Context: an optimization exercise on an open-source flow, tuned for small area, a short achievable clock period and few clock cycles per item. The choices shown serve that exercise and are no tape-out recipe.
At most, simulation tests tie the RTL to the original design; equivalence was not proved.

==> inputs of quartz <==
Design valu_seq, start of the top module:
module valu_seq
#(
  parameter int vdw_p    = 32,
  parameter int op_len_p = 2,
  parameter int vlen_p   = 16,
  parameter int vregs_p  = 8
) (
  input  logic                         clk_i,
  input  logic                         reset_n_i,
  input  logic                         cmd_v_i,
  output logic                         cmd_ready_o,
  input  logic [op_len_p-1:0]          cmd_op_i,
  input  logic [$clog2(vlen_p+1)-1:0]  cmd_len_i,
  input  logic [$clog2(vregs_p)-1:0]   cmd_vd_i,
  input  logic [$clog2(vregs_p)-1:0]   cmd_vs1_i,
  input  logic [$clog2(vregs_p)-1:0]   cmd_vs2_i,
  output logic                         rd_v_o,
  output logic [$clog2(vregs_p)-1:0]   rd_reg_a_o,
  output logic [$clog2(vregs_p)-1:0]   rd_reg_b_o,
  output logic [$clog2(vlen_p)-1:0]    rd_el_o,
  input  logic [vdw_p-1:0]             rd_a_i,
  input  logic [vdw_p-1:0]             rd_b_i,
  output logic                         wr_v_o,
  output logic [$clog2(vregs_p)-1:0]   wr_reg_o,
  ...
export LEC_CHECK = 0
export CAP_MARGIN = 20
export CORE_MARGIN = 2
export CORE_UTILIZATION = 45
export CTS_BUF_LIST = sky130_fd_sc_hd__clkbuf_4 sky130_fd_sc_hd__clkbuf_8
export SLEW_MARGIN = 20
create_clock -name core_clock -period 11.5 [get_ports {clk_i}]
standard.sh (not shown) runs the stock make flow with config.mk's settings and CLKGATE_MAP_FILE= SYNTH_SCRIPT=/design/flow/synth_recipe.tcl, a recipe that flattens the netlist after the stock synthesis.
==> flow/flow/run.sh <==
#!/bin/bash
# The standard layout (standard.sh) with two changes to how it is made:
#  - ORFS's repair_timing is asked for extra setup slack beyond the clock
#    constraint (SETUP_SLACK_MARGIN, ns), so it keeps improving paths that
#    already meet the constraint;
#  - the port buffers that ORFS's buffer_ports puts on every input and
#    output use a plain buffer cell (buf_1) instead of its default choice.
# Constraints, clock period and all steps are the standard flow's.
set -euo pipefail
export SETUP_SLACK_MARGIN=8.0
export BUFFER_PORTS_ARGS="-buffer_cell sky130_fd_sc_hd__buf_1"
bash standard.sh > standard_finish.log 2>&1
==> ember: changes against quartz <==
--- a/flow/design.v
+++ b/flow/design.v
@@ -181,24 +181,51 @@
       mul_n  = (cmd_op_i == 2'd2);
       el_n   = EW'(cmd_len_i - LW'(1));
       j_n    = 2'd0;
       bub_n  = (cmd_len_i == LW'(1)) ? 2'd2 :
                (cmd_len_i == LW'(2)) ? 2'd1 : 2'd0;
     end
   end
+  logic busy_na, rdv_na, rdy_na;
+  logic [1:0]    bub_na, j_na;
+  logic [EW-1:0] el_na;
+  always_comb begin
+    busy_na = busy_q;
+    bub_na  = bub_q;
+    el_na   = el_q;
+    j_na    = j_q;
+    if (busy_q && bub_q != 2'd0) begin
+      bub_na = bub_q - 2'd1;
+    end else if (go) begin
+      if (finish) busy_na = 1'b0;
+      if (fin_it) begin
+        el_na = el_q - EW'(1);
+        j_na  = 2'd0;
+      end else begin
+        j_na  = j_q + 2'd1;
+      end
+    end
+    rdv_na = busy_na & (bub_na == 2'd0) & ~l0_q;
+    rdy_na = ~busy_na | ((bub_na == 2'd0) &
+             (l0_q | ((el_na == '0) & (~mul_q | (j_na == 2'd3)))));
+  end
   always_ff @(posedge clk_i or negedge reset_n_i) begin
     if (!reset_n_i) begin
       busy_q <= 1'b0;
       rdv_q  <= 1'b0;
       nrdy_q <= 1'b0;
     end else begin
       busy_q <= busy_n;
-      rdv_q  <= busy_n & (bub_n == 2'd0) & ~l0_n;
-      nrdy_q <= ~(~busy_n | ((bub_n == 2'd0) &
-                 (l0_n | ((el_n == '0) & (~mul_n | (j_n == 2'd3))))));
+      if (accept) begin
+        rdv_q  <= (cmd_len_i >= LW'(3));
+        nrdy_q <= (cmd_len_i != '0);
+      end else begin
+        rdv_q  <= rdv_na;
+        nrdy_q <= ~rdy_na;
+      end
     end
   end
   always_ff @(posedge clk_i) begin
     bub_q <= bub_n;
     el_q  <= el_n;
     j_q   <= j_n;
     l0_q  <= l0_n;
CTS_BUF_LIST = not set   (was sky130_fd_sc_hd__clkbuf_4 sky130_fd_sc_hd__clkbuf_8)
==> zinc: changes against quartz <==
--- a/flow/design.v
+++ b/flow/design.v
@@ -23,57 +23,59 @@
   endfunction
 endpackage
 module alu
 #(
   parameter int vdw_p    = 32,
   parameter int op_len_p = 2
 ) (
-  input  logic        sub_i,
-  input  logic        hinit_i,
-  input  logic [31:0] a_i,
-  input  logic [31:0] b_i,
-  input  logic [3:0]  one_i,
-  input  logic [3:0]  two_i,
-  input  logic [3:0]  neg_i,
-  input  logic [31:0] hv_i,
-  input  logic [7:0]  hc_i,
-  output logic [31:0] sum_o,
-  output logic        ovf_o,
-  output logic [7:0]  lo_o,
-  output logic [31:0] hv_o,
-  output logic [7:0]  hc_o
+  input  logic             mul_i,
+  input  logic             sub_i,
+  input  logic             hinit_i,
+  input  logic [31:0]      a_i,
+  input  logic [31:0]      b_i,
+  input  logic [8:0]       dig_i,
+  input  logic [31:0]      h_i,
+  output logic [39:0]      s_o
 );
   localparam int W = 40;
-  logic [31:0] bx;
-  assign bx    = b_i ^ {32{sub_i}};
-  assign sum_o = a_i + bx + {31'd0, sub_i};
-  assign ovf_o = (a_i[31] == bx[31]) & (sum_o[31] != a_i[31]);
   logic [W-1:0] row [6];
+  logic [3:0]   one, two, neg;
   logic [32:0]  a2;
-  logic [31:0]  hv;
-  logic [7:0]   hc;
+  logic [31:0]  hrow;
+  always_comb begin
+    for (int k = 0; k < 4; k++) begin
+      if (mul_i) begin
+        one[k] = dig_i[2*k+1] ^ dig_i[2*k];
+        two[k] = (dig_i[2*k+2] & ~dig_i[2*k+1] & ~dig_i[2*k]) |
+                 (~dig_i[2*k+2] & dig_i[2*k+1] & dig_i[2*k]);
+        neg[k] = dig_i[2*k+2];
+      end else begin
+        one[k] = (k == 0);
+        two[k] = 1'b0;
+        neg[k] = 1'b0;
+      end
+    end
+  end
   assign a2 = {a_i[31], a_i};
-  assign hv = hinit_i ? 32'd0 : hv_i;
-  assign hc = hinit_i ? 8'd0  : hc_i;
   always_comb begin
+    hrow = mul_i ? (hinit_i ? 32'd0 : h_i) : (b_i ^ {32{sub_i}});
     for (int r = 0; r < 6; r++) row[r] = '0;
-    row[0][31:0] = {~hv[31], hv[30:0]};
+    row[0][31:0] = {~hrow[31], hrow[30:0]};
     for (int k = 0; k < 4; k++) begin
       for (int i = 0; i < 33; i++) begin
         logic sel;
-        sel = (one_i[k] & a2[i]) | (two_i[k] & ((i == 0) ? 1'b0 : a2[i-1]));
-        row[k+1][2*k+i] = (i == 32) ? ~(sel ^ neg_i[k]) : (sel ^ neg_i[k]);
+        sel = (one[k] & a2[i]) | (two[k] & ((i == 0) ? 1'b0 : a2[i-1]));
+        row[k+1][2*k+i] = (i == 32) ? ~(sel ^ neg[k]) : (sel ^ neg[k]);
       end
     end
-    row[2][0] = neg_i[0];
-    row[3][2] = neg_i[1];
-    row[4][4] = neg_i[2];
     row[5] = 40'hAA_8000_0000;
-    row[5][6]  = neg_i[3];
-    for (int m = 0; m < 8; m++) row[5][4*m] = hc[m];
+    row[5][0] = mul_i ? neg[0] : sub_i;
+    row[5][2] = neg[1];
+    row[5][4] = neg[2];
+    row[5][6] = neg[3];
   end
   function automatic logic [2*W-1:0] csa(input logic [W-1:0] x,
                                          input logic [W-1:0] y,
                                          input logic [W-1:0] z);
     logic [W-1:0] s, c;
     s = x ^ y ^ z;
     c = ((x & y) | (x & z) | (y & z)) << 1;
@@ -82,33 +84,15 @@
   logic [W-1:0] s1, c1, s2, c2, s3, c3, s4, c4;
   always_comb begin
     {c1, s1} = csa(row[0], row[1], row[2]);
     {c2, s2} = csa(row[3], row[4], row[5]);
     {c3, s3} = csa(s1, c1, s2);
     {c4, s4} = csa(s3, c3, c2);
   end
-  logic [4:0] n0, n1a, n1b;
-  logic [4:0] blk [8];
-  assign n0  = {1'b0, s4[3:0]} + {1'b0, c4[3:0]};
-  assign n1a = {1'b0, s4[7:4]} + {1'b0, c4[7:4]};
-  assign n1b = {1'b0, s4[7:4]} + {1'b0, c4[7:4]} + 5'd1;
-  always_comb begin
-    for (int b = 0; b < 8; b++)
-      blk[b] = {1'b0, s4[8+4*b +: 4]} + {1'b0, c4[8+4*b +: 4]};
-  end
-  logic [4:0] n1;
-  assign n1   = n0[4] ? n1b : n1a;
-  assign lo_o = {n1[3:0], n0[3:0]};
-  always_comb begin
-    hc_o[0] = n1[4];
-    for (int b = 0; b < 8; b++) begin
-      hv_o[4*b +: 4] = blk[b][3:0];
-      if (b < 7) hc_o[b+1] = blk[b][4];
-    end
-  end
+  assign s_o = s4 + c4;
 endmodule
 module valu_seq
 #(
   parameter int vdw_p    = 32,
   parameter int op_len_p = 2,
   parameter int vlen_p   = 16,
   parameter int vregs_p  = 8
@@ -231,110 +215,83 @@
     c_vd  <= vd_q;
   end
   logic          x_wv, x_last, x_mul, x_sub, x_hinit;
   logic [EW-1:0] x_el;
   logic [RW-1:0] x_vd;
   logic [31:0]   a_q, b_q;
   logic [8:0]    dig;
-  logic [3:0]    one_d, two_d, neg_d, one_q, two_q, neg_q;
   always_comb begin
     case (c_j)
       2'd0:    dig = {rd_b_i[7:0], 1'b0};
       2'd1:    dig = rd_b_i[15:7];
       2'd2:    dig = rd_b_i[23:15];
       default: dig = rd_b_i[31:23];
     endcase
-    for (int k = 0; k < 4; k++) begin
-      one_d[k] = dig[2*k+1] ^ dig[2*k];
-      two_d[k] = (dig[2*k+2] & ~dig[2*k+1] & ~dig[2*k]) |
-                 (~dig[2*k+2] & dig[2*k+1] & dig[2*k]);
-      neg_d[k] = dig[2*k+2];
-    end
   end
   always_ff @(posedge clk_i or negedge reset_n_i) begin
     if (!reset_n_i) begin
       x_wv   <= 1'b0;
       x_last <= 1'b0;
     end else begin
       x_wv   <= c_wv;
       x_last <= c_last;
     end
   end
   always_ff @(posedge clk_i) begin
     a_q     <= rd_a_i;
-    b_q     <= rd_b_i;
-    one_q   <= one_d;
-    two_q   <= two_d;
-    neg_q   <= neg_d;
+    b_q     <= {rd_b_i[31:9], c_mul ? dig : rd_b_i[8:0]};
     x_mul   <= c_mul;
     x_sub   <= c_sub;
     x_hinit <= (c_j == 2'd0);
     x_el    <= c_el;
     x_vd    <= c_vd;
   end
-  logic [31:0] sum, hv, h_q;
-  logic [7:0]  lo;
-  logic [7:0]  hc, hc_q;
-  logic        sum_ovf;
-  logic [31:0] r_q;
+  logic [39:0] s;
+  logic [31:0] h_q, r_q;
   alu #(
     .vdw_p    (vdw_p),
     .op_len_p (op_len_p)
   ) u_alu (
+    .mul_i   (x_mul),
     .sub_i   (x_sub),
     .hinit_i (x_hinit),
     .a_i     (a_q),
     .b_i     (b_q),
-    .one_i   (one_q),
-    .two_i   (two_q),
-    .neg_i   (neg_q),
-    .hv_i    (h_q),
-    .hc_i    (hc_q),
-    .sum_o   (sum),
-    .ovf_o   (sum_ovf),
-    .lo_o    (lo),
-    .hv_o    (hv),
-    .hc_o    (hc)
+    .dig_i   (b_q[8:0]),
+    .h_i     (h_q),
+    .s_o     (s)
   );
-  logic          w_wv, w_last, w_mul, w_aovf, done_q;
+  logic          w_wv, w_last, w_mul, done_q;
   logic [EW-1:0] w_el;
   logic [RW-1:0] w_vd;
   logic          acc_ovf_q, acc_zero_q, acc_neg_q;
   always_ff @(posedge clk_i or negedge reset_n_i) begin
     if (!reset_n_i) begin
       w_wv   <= 1'b0;
       w_last <= 1'b0;
     end else begin
       w_wv   <= x_wv;
       w_last <= x_last;
     end
   end
   always_ff @(posedge clk_i) begin
-    h_q    <= hv;
-    hc_q   <= hc;
-    r_q    <= x_mul ? {lo, r_q[31:8]} : sum;
-    w_aovf <= sum_ovf;
-    w_mul  <= x_mul;
-    w_el   <= x_el;
-    w_vd   <= x_vd;
+    h_q   <= s[39:8];
+    r_q   <= x_mul ? {s[7:0], r_q[31:8]} : s[31:0];
+    w_mul <= x_mul;
+    w_el  <= x_el;
+    w_vd  <= x_vd;
   end
   assign wr_v_o    = w_wv;
   assign wr_reg_o  = w_vd;
   assign wr_el_o   = w_el;
   assign wr_data_o = r_q;
-  logic [31:0] hi;
   logic e_ovf, e_zero, e_neg;
   logic b_ovf, b_zero, b_neg;
-  logic [31:0] hcw;
-  always_comb begin
-    hcw = '0;
-    for (int m = 0; m < 8; m++) hcw[4*m] = hc_q[m];
-  end
-  assign hi = h_q + hcw;
-  assign e_ovf  = w_mul ? ~((&hi & r_q[31]) | ~(|hi | r_q[31])) : w_aovf;
+  assign e_ovf  = w_mul ? ~((&h_q & r_q[31]) | ~(|h_q | r_q[31]))
+                        : (h_q[24] ^ r_q[31]);
   assign e_zero = (r_q == '0);
   assign e_neg  = r_q[31];
   assign b_ovf  = done_q ? 1'b0 : acc_ovf_q;
   assign b_zero = done_q ? 1'b1 : acc_zero_q;
   assign b_neg  = done_q ? 1'b0 : acc_neg_q;
   always_ff @(posedge clk_i or negedge reset_n_i) begin
     if (!reset_n_i) begin
==> flow/run.sh (new file) <==
#!/bin/bash
# synth_recipe.tcl (not shown) runs the flow's synth.tcl, then flattens the netlist and writes it again
# the make line also repeats each setting of config.mk as NAME=value (left out here)
make -C /OpenROAD-flow-scripts/flow DESIGN_CONFIG=/design/flow/config.mk WORK_HOME=/design/flow/orfs CLKGATE_MAP_FILE= SYNTH_SCRIPT=/design/flow/synth_recipe.tcl finish
CTS_BUF_LIST = not set   (was sky130_fd_sc_hd__clkbuf_4 sky130_fd_sc_hd__clkbuf_8)
removed: flow/flow/run.sh
removed: flow/standard.sh
==> pepper: changes against quartz <==
CORE_UTILIZATION = 60   (was 45)
CTS_BUF_LIST = not set   (was sky130_fd_sc_hd__clkbuf_4 sky130_fd_sc_hd__clkbuf_8)
==> out/metrics.yaml <==
status: "complete, no violations"
multi_input_area_um2: 10800
area_delta_synth_final_pct: 18.0
rsz0062_at_grt: "true"
endpoint: "r_q[29]$_DFF_P_"
clk_latency_ps: 530
dpl.hpwl_um: 31400
cts-resized-gates: 100
grt.met2_usage_pct: 37.7
synth-simple-area-share_pct: 10.2
[end of results for ember]
==> out/metrics.yaml <==
cp.depth: 20
rsz0062_at_grt: "false"
ys_seq_area_share_pct: 28.5
hp-class: "reg -> reg"
status: "complete, no violations"
grt.met2_usage_pct: 41.5
synth-simple-area-share_pct: 8.61
layout.nets: 1812
multi_input_area_um2: 8790
cts-resized-gates: 0
synth_common_cells: "inv_1 (205), dfxtp_1 (167), a22oi_1 (129), xor2_1 (102), xnor2_1 (98)"
[end of results for zinc]
==> out/metrics.yaml <==
area_delta_synth_final_pct: 17.5
dpl.hpwl_um: 30500
cts-resized-gates: 96
synth-simple-area-share_pct: 10.5
endpoint: "r_q[29]$_DFF_P_"
clk_latency_ps: 570
status: "complete, no violations"
multi_input_area_um2: 10700
[end of results for quartz]
==> out/metrics.yaml <==
cts-resized-gates: 80
grt.met2_usage_pct: 50.8
regArea_um2: 4460
tap_cells: 330
synth-simple-area-share_pct: 10.5
status: "complete, no violations"
dpl.hpwl_um: 29800
clk_latency_ps: 530
rows: 58
route.met3.wl_um: 3110
rsz0062_at_grt: "true"
area_delta_synth_final_pct: 16.8
endpoint: "r_q[29]$_DFF_P_"
[end of results for pepper]
Testbench counts of quartz, summed over its fixed seeds: cycles 8,665, items 5,408.
Testbench counts of zinc, summed over its fixed seeds: cycles 8,665, items 5,408.
Testbench counts of pepper, summed over its fixed seeds: cycles 8,665, items 5,408.
For ember, only the layout was checked, not whether the RTL still works.

-- port drivers added, routing unchanged --
The flow's constraints put no driver on any port. The routed layouts listed below were extracted and timed again, unchanged, in two steps.
Step 1 assumes that a clkbuf_16 drives the clock port and a buf_2 every other input.
Step 2 adds t to the input delays and takes it off the output delays; t is the mean of the earliest and latest rising clock arrival at the registers after step 1. Input paths then give back, and output paths get back, about the clock's delay inside the block.
Three values: no drivers, after step 1, after step 2; two values: the first two.
run | shift t [ns] | setup slack, ns | hold slack, ns | slew at the worst register clock pin (ns) | pins driven straight from the clock port
quartz | 0.605 | 7.704 / 7.704 / 7.625 | 0.324 / 0.324 / 0.324 | 0.07 / 0.07 | 1
ember | 0.577 | 7.472 / 7.472 / 7.472 | 0.320 / 0.320 / 0.320 | 0.07 / 0.07 | 1
zinc | 0.497 | 4.820 / 4.820 / 4.820 | 0.325 / 0.325 / 0.325 | 0.08 / 0.08 | 1
pepper | 0.572 | 7.768 / 7.768 / 7.611 | 0.326 / 0.326 / 0.326 | 0.07 / 0.07 | 1
After both steps every run listed still meets setup and hold. For pepper, which loses most, drivers alone change the setup slack by 0.000 ns; drivers and shift together by -0.157 ns.
